Source: an optimization exercise on an open RTL-to-GDS flow (aim: small area). Production flows keep margins and buffers that such runs may drop.
Only simulation tests tie the RTL to the original design; equivalence was not proved.
Power figures rest on the tool's default switching activity, not on a simulated workload.

// mips_regfile_wr
module mips_regfile_wr #(
  parameter int DATA_W = mips_pkg::DATA_W,
  parameter int ADDR_W = mips_pkg::ADDR_W,
  parameter int BYPASS = 1
) (
  input  logic              clk,
  input  logic              rst_n,
  input  logic              wr,
  input  logic [ADDR_W-1:0] wr_addr,
  input  logic [DATA_W-1:0] wr_data,
  input  logic [ADDR_W-1:0] rd1_addr,
  output logic [DATA_W-1:0] rd1_data,
  input  logic [ADDR_W-1:0] rd2_addr,
  output logic [DATA_W-1:0] rd2_data,
  output logic              wr_ack,
  output logic [ADDR_W-1:0] wr_ack_addr,
  output logic [15:0]       wr_cnt
);
  localparam int NREG = 2 ** ADDR_W;
  wire  [(NREG-1)*DATA_W-1:0] nxt;       
  wire  [NREG-1:1]            vld_nxt;   
  logic                       commit;
  assign commit = wr && (wr_addr != '0);
  logic [3:0] whi;
  logic [7:0] wlo;
  for (genvar j = 0; j < 4; j++) begin : g_whi
    assign whi[j] = wr && (wr_addr[4:3] == j);
  end
  for (genvar k = 0; k < 8; k++) begin : g_wlo
    assign wlo[k] = (wr_addr[2:0] == k);
  end
  for (genvar i = 1; i < NREG; i++) begin : g_row
    logic              we;
  ...
export LEC_CHECK = 0
export CAP_MARGIN = 20
export CORE_MARGIN = 2
export CORE_UTILIZATION = 40
export SLEW_MARGIN = 20
export SYNTH_HIERARCHICAL = 1
export SYNTH_MINIMUM_KEEP_SIZE = 0
create_clock -name core_clock -period 8.0 [get_ports {clk}]
standard.sh (not shown) runs the stock make flow with config.mk's settings and CLKGATE_MAP_FILE= SYNTH_SCRIPT=/design/flow/synth_recipe.tcl, a recipe that flattens the netlist after the stock synthesis.
==> flow/flow/run.sh <==
#!/bin/bash
# The standard layout (standard.sh, all steps), with these changes passed to
# the ORFS scripts through their own variables:
#  - the port buffers that buffer_ports inserts are buf_1 cells (repair_design
#    still resizes or buffers them where a net needs more drive);
#  - clock tree synthesis inserts no dummy loads, and clusters up to 25 sinks
#    within 80 um under each leaf buffer.
set -o pipefail
cp standard.sh standard_sh.log
export BUFFER_PORTS_ARGS="-buffer_cell sky130_fd_sc_hd__buf_1"
export CTS_ARGS="-sink_clustering_enable -repair_clock_nets -dont_use_dummy_load -sink_clustering_size 25 -sink_clustering_max_diameter 80"
bash standard.sh > standard.log 2>&1
Then changed:
Settings changed: CORE_UTILIZATION 40 to 35.
Outcome:
- wire length hardly moves
- combinational power hardly moves
- worst hold slack got worse by 0.0034 ns
- die area rises by about a fifth
Then changed:
Settings changed: CORE_UTILIZATION 35 to 45.
=> The new run passed the timing, design-rule and antenna checks; fmax decreases by 4.8%; clock power hardly moves; via count goes up by 5.6%; worst setup slack gets worse by 0.37 ns; routed wire length increases by 9.4%; clock skew came out lower by 0.020 ns; final area barely changes; final cell count falls by 5.8%; first-iteration DRC count increases by 1.7%; register-to-register slack is worse by 0.05 ns; synthesized cell count stays the same.
Then changed:
Settings changed: CORE_UTILIZATION 45 to 50.
Result: Cell area stays flat. First-iteration DRC count goes up by 10%. Cell count shrinks by 1.8%.

Setup of red:
The RTL this note starts from:
==> flow/design.v <==
package mips_pkg;
  localparam int DATA_W = 32;
  localparam int ADDR_W = 5;
  localparam int CNT_W  = 16;
  localparam logic [CNT_W-1:0] CNT_MAX = 16'hFFFF;
  localparam logic [4:0] REG_ZERO = 5'd0;
  localparam logic [4:0] REG_SP   = 5'd29;
  localparam logic [4:0] REG_RA   = 5'd31;
endpackage
module regfile_rd_port #(
  parameter int DATA_W = mips_pkg::DATA_W,
  parameter int ADDR_W = mips_pkg::ADDR_W,
  parameter int BYPASS = 1
) (
  input  logic [ADDR_W-1:0] addr,
  input  logic [(2**ADDR_W)*DATA_W-1:0] regs,
  input  logic [2**ADDR_W-1:0] valid,
  input  logic [2**ADDR_W-1:0] we_n,
  input  logic              wr_en,
  input  logic [ADDR_W-1:0] wr_addr,
  input  logic [DATA_W-1:0] wr_data,
  output logic [DATA_W-1:0] data
);
  localparam int NREG = 2 ** ADDR_W;
  logic hit;
  logic [NREG-1:0] sel;
  assign hit = (BYPASS != 0) && wr_en && (addr == wr_addr);
  logic [3:0] hi;
  logic [7:0] lo;
  for (genvar j = 0; j < 4; j++) begin : g_hi
    assign hi[j] = (addr[4:3] == j);
  end
  for (genvar k = 0; k < 8; k++) begin : g_lo
    assign lo[k] = (addr[2:0] == k);
  end
  assign sel[0] = hit;
  for (genvar i = 1; i < NREG; i++) begin : g_sel
    regfile_and4 u_sel (.a({hi[i/8], lo[i%8], valid[i], we_n[i]}), .y(sel[i]));
  end
  for (genvar b = 0; b < DATA_W; b++) begin : g_bit
    logic [NREG-1:0] col;
    assign col[0] = wr_data[b];
    for (genvar i = 1; i < NREG; i++) begin : g_col
      assign col[i] = regs[i*DATA_W + b];
    end
    regfile_rd_bit u_bit (.d(col), .sel(sel), .q(data[b]));
  end
endmodule
module regfile_rd_bit (
  input  logic [31:0] d,
  input  logic [31:0] sel,
  output logic        q
);
  logic [9:0] t_n;
  for (genvar k = 0; k < 10; k++) begin : g_aoi
    regfile_aoi222 u_aoi (
      .a  (d[3*k +: 3]),
      .b  (sel[3*k +: 3]),
      .y_n(t_n[k])
    );
  end
  logic [2:0] g;
  regfile_nand4 u_g0 (.a(t_n[3:0]), .y(g[0]));
  regfile_nand4 u_g1 (.a(t_n[7:4]), .y(g[1]));
  regfile_g2    u_g2 (.t_n(t_n[9:8]), .a(d[31:30]), .b(sel[31:30]), .y(g[2]));
  regfile_or3   u_q  (.a(g), .y(q));
endmodule
module regfile_aoi222 (
  input  logic [2:0] a,
  input  logic [2:0] b,
  output logic       y_n
);
  assign y_n = ~|(a & b);
endmodule
module regfile_g2 (
  input  logic [1:0] t_n,
  input  logic [1:0] a,
  input  logic [1:0] b,
  output logic       y
);
  assign y = ~&t_n | (|(a & b));
endmodule
module regfile_nand4 (
  input  logic [3:0] a,
  output logic       y
);
  assign y = ~&a;
endmodule
module regfile_or3 (
  input  logic [2:0] a,
  output logic       y
);
  assign y = |a;
endmodule
module regfile_and4 (
  input  logic [3:0] a,
  output logic       y
);
  assign y = &a;
endmodule
module mips_regfile_wr #(
  parameter int DATA_W = mips_pkg::DATA_W,
  parameter int ADDR_W = mips_pkg::ADDR_W,
  parameter int BYPASS = 1
) (
  input  logic              clk,
  input  logic              rst_n,
  input  logic              wr,
  input  logic [ADDR_W-1:0] wr_addr,
  input  logic [DATA_W-1:0] wr_data,
  input  logic [ADDR_W-1:0] rd1_addr,
  output logic [DATA_W-1:0] rd1_data,
  input  logic [ADDR_W-1:0] rd2_addr,
  output logic [DATA_W-1:0] rd2_data,
  output logic              wr_ack,
  output logic [ADDR_W-1:0] wr_ack_addr,
  output logic [15:0]       wr_cnt
);
  localparam int NREG = 2 ** ADDR_W;
  wire  [NREG*DATA_W-1:0] regs;
  wire  [NREG-1:0]        valid;
  wire  [NREG-1:0]        wen_n;     
  logic                   commit;
  assign commit = wr && (wr_addr != '0);
  assign regs[DATA_W-1:0] = '0;
  assign valid[0]         = 1'b0;
  assign wen_n[0]         = 1'b1;
  for (genvar i = 1; i < NREG; i++) begin : g_row
    logic              we;
    logic [DATA_W-1:0] q;
    logic              v;
    assign we = wr && (wr_addr == i);
    logic              we_n;
    logic [DATA_W-1:0] q_nxt;
    assign we_n = ~we;
    for (genvar b = 0; b < DATA_W; b++) begin : g_bit
      regfile_hold u_hold (
        .we  (we),
        .we_n(we_n),
        .d   (wr_data[b]),
        .q   (q[b]),
        .nxt (q_nxt[b])
      );
    end
    always_ff @(posedge clk) begin
      q <= q_nxt;
    end
    always_ff @(posedge clk or negedge rst_n) begin
      if (!rst_n)
        v <= 1'b0;
      else if (we)
        v <= 1'b1;
    end
    assign regs[i*DATA_W +: DATA_W] = q;
    assign valid[i]                 = v;
    assign wen_n[i]                 = we_n;
  end
  always_ff @(posedge clk or negedge rst_n) begin
    if (!rst_n) begin
      wr_ack      <= 1'b0;
      wr_ack_addr <= '0;
      wr_cnt      <= '0;
    end else begin
      wr_ack <= commit;
      if (commit) begin
        wr_ack_addr <= wr_addr;
        if (wr_cnt != mips_pkg::CNT_MAX)
          wr_cnt <= wr_cnt + 16'd1;
      end
    end
  end
  regfile_rd_port #(
    .DATA_W(DATA_W),
    .ADDR_W(ADDR_W),
    .BYPASS(BYPASS)
  ) u_rd1 (
    .addr    (rd1_addr),
    .regs    (regs),
    .valid   (valid),
    .we_n    (wen_n),
    .wr_en   (commit),
    .wr_addr (wr_addr),
    .wr_data (wr_data),
    .data    (rd1_data)
  );
  regfile_rd_port #(
    .DATA_W(DATA_W),
    .ADDR_W(ADDR_W),
    .BYPASS(BYPASS)
  ) u_rd2 (
    .addr    (rd2_addr),
    .regs    (regs),
    .valid   (valid),
    .we_n    (wen_n),
    .wr_en   (commit),
    .wr_addr (wr_addr),
    .wr_data (wr_data),
    .data    (rd2_data)
  );
endmodule
module regfile_hold (
  input  logic we,
  input  logic we_n,
  input  logic d,
  input  logic q,
  output logic nxt
);
  assign nxt = (we & d) | (we_n & q);
endmodule
==> flow/config.mk <==
export PLATFORM = sky130hd
export DESIGN_NAME = mips_regfile_wr
export DESIGN_NICKNAME = mips_regfile_wr
export VERILOG_FILES = /design/flow/design.v
export SDC_FILE = /design/flow/constraint.sdc
export NUM_CORES = 4
export LEC_CHECK = 0
export CAP_MARGIN = 20
export CORE_MARGIN = 2
export CORE_UTILIZATION = 45
export SLEW_MARGIN = 20
export SYNTH_HIERARCHICAL = 1
export SYNTH_MINIMUM_KEEP_SIZE = 0
==> flow/constraint.sdc <==
create_clock -name core_clock -period 8.0 [get_ports {clk}]
set_input_delay 1.6000 -clock core_clock [delete_from_list [all_inputs] [get_ports {clk}]]
set_output_delay 1.6000 -clock core_clock [all_outputs]
set_load 0.01 [all_outputs]
==> flow/flow/run.sh <==
#!/bin/bash
# The standard layout (standard.sh, all steps), with two changes passed to
# the ORFS scripts through their own variables:
#  - the port buffers that buffer_ports inserts are buf_2 cells (repair_design
#    still resizes or buffers them where a net needs more drive);
#  - clock tree synthesis inserts no dummy loads.
set -o pipefail
cp standard.sh standard_sh.log
export BUFFER_PORTS_ARGS="-buffer_cell sky130_fd_sc_hd__buf_2"
export CTS_ARGS="-sink_clustering_enable -repair_clock_nets -dont_use_dummy_load -sink_clustering_size 25 -sink_clustering_max_diameter 80"
bash standard.sh > standard.log 2>&1
> inputs changed (red -> blue)
==> flow/flow/run.sh <==
#!/bin/bash
# The standard layout (standard.sh, all steps), with two changes passed to
# the ORFS scripts through their own variables:
#  - the port buffers that buffer_ports inserts are buf_1 cells (repair_design
#    still resizes or buffers them where a net needs more drive);
#  - clock tree synthesis inserts no dummy loads.
set -o pipefail
cp standard.sh standard_sh.log
export BUFFER_PORTS_ARGS="-buffer_cell sky130_fd_sc_hd__buf_1"
export CTS_ARGS="-sink_clustering_enable -repair_clock_nets -dont_use_dummy_load -sink_clustering_size 25 -sink_clustering_max_diameter 80"
bash standard.sh > standard.log 2>&1
Findings:
Summary of the comparison: share of total power in the clock network is higher in blue, relative to red.
Taking red as the reference point, the sequential share of layout area of blue rises by 0.22 points.
Any difference in minimum setup slack among reg-to-reg paths between blue and red is small enough to ignore.
Against red, blue reports a net total in the final layout that is lower.
In the metrics for red and blue, the one carrying the higher count of clock-buffer cells in the layout is blue.
As far as number of tapcells goes, red and blue are indistinguishable; the numbers are identical.
| routed wire length | blue vs red | worse |

## re-timing with driven ports
The results above use ideal ports. As a check the final layouts listed here were re-extracted and re-timed, cells and wires unchanged.
Step 1: set_driving_cell puts a clkbuf_16 on clk and a buf_2 on each other input, an assumption about the parent block.
Step 2 also shifts input and output timing later by t, the mid clock arrival at the registers, as if the neighbouring blocks saw the same clock.
a / b / c = ideal / step 1 / step 2; a / b = the first two.
| run | shift t [ns] | slack for setup (ns) | latest minus earliest clock arrival (ns) | slew at the worst register clock pin (ns) | worst slew at a driven data input, ns |
|---|---|---|---|---|---|
| the first run of note 1 | 0.722 | 0.594 / 0.484 / 0.484 | 0.054 / 0.054 | 0.11 / 0.11 | 0.11 |
| the second run of note 1 | 0.722 | 0.745 / 0.723 / 0.723 | 0.090 / 0.089 | 0.11 / 0.11 | 0.08 |
| the third run of note 1 | 0.736 | 0.377 / 0.341 / 0.341 | 0.075 / 0.074 | 0.11 / 0.11 | 0.07 |
| the fourth run of note 1 | 0.733 | 0.366 / 0.337 / 0.337 | 0.046 / 0.046 | 0.11 / 0.11 | 0.16 |
| red | 0.720 | 0.985 / 0.953 / 0.953 | 0.064 / 0.064 | 0.11 / 0.11 | 0.11 |
| blue | 0.728 | 0.779 / 0.756 / 0.756 | 0.081 / 0.081 | 0.11 / 0.11 | 0.13 |
After both steps every run listed still meets setup and hold. The setup slack of the first run of note 1, which loses most, moves by -0.110 ns with the drivers and by -0.110 ns with both steps.
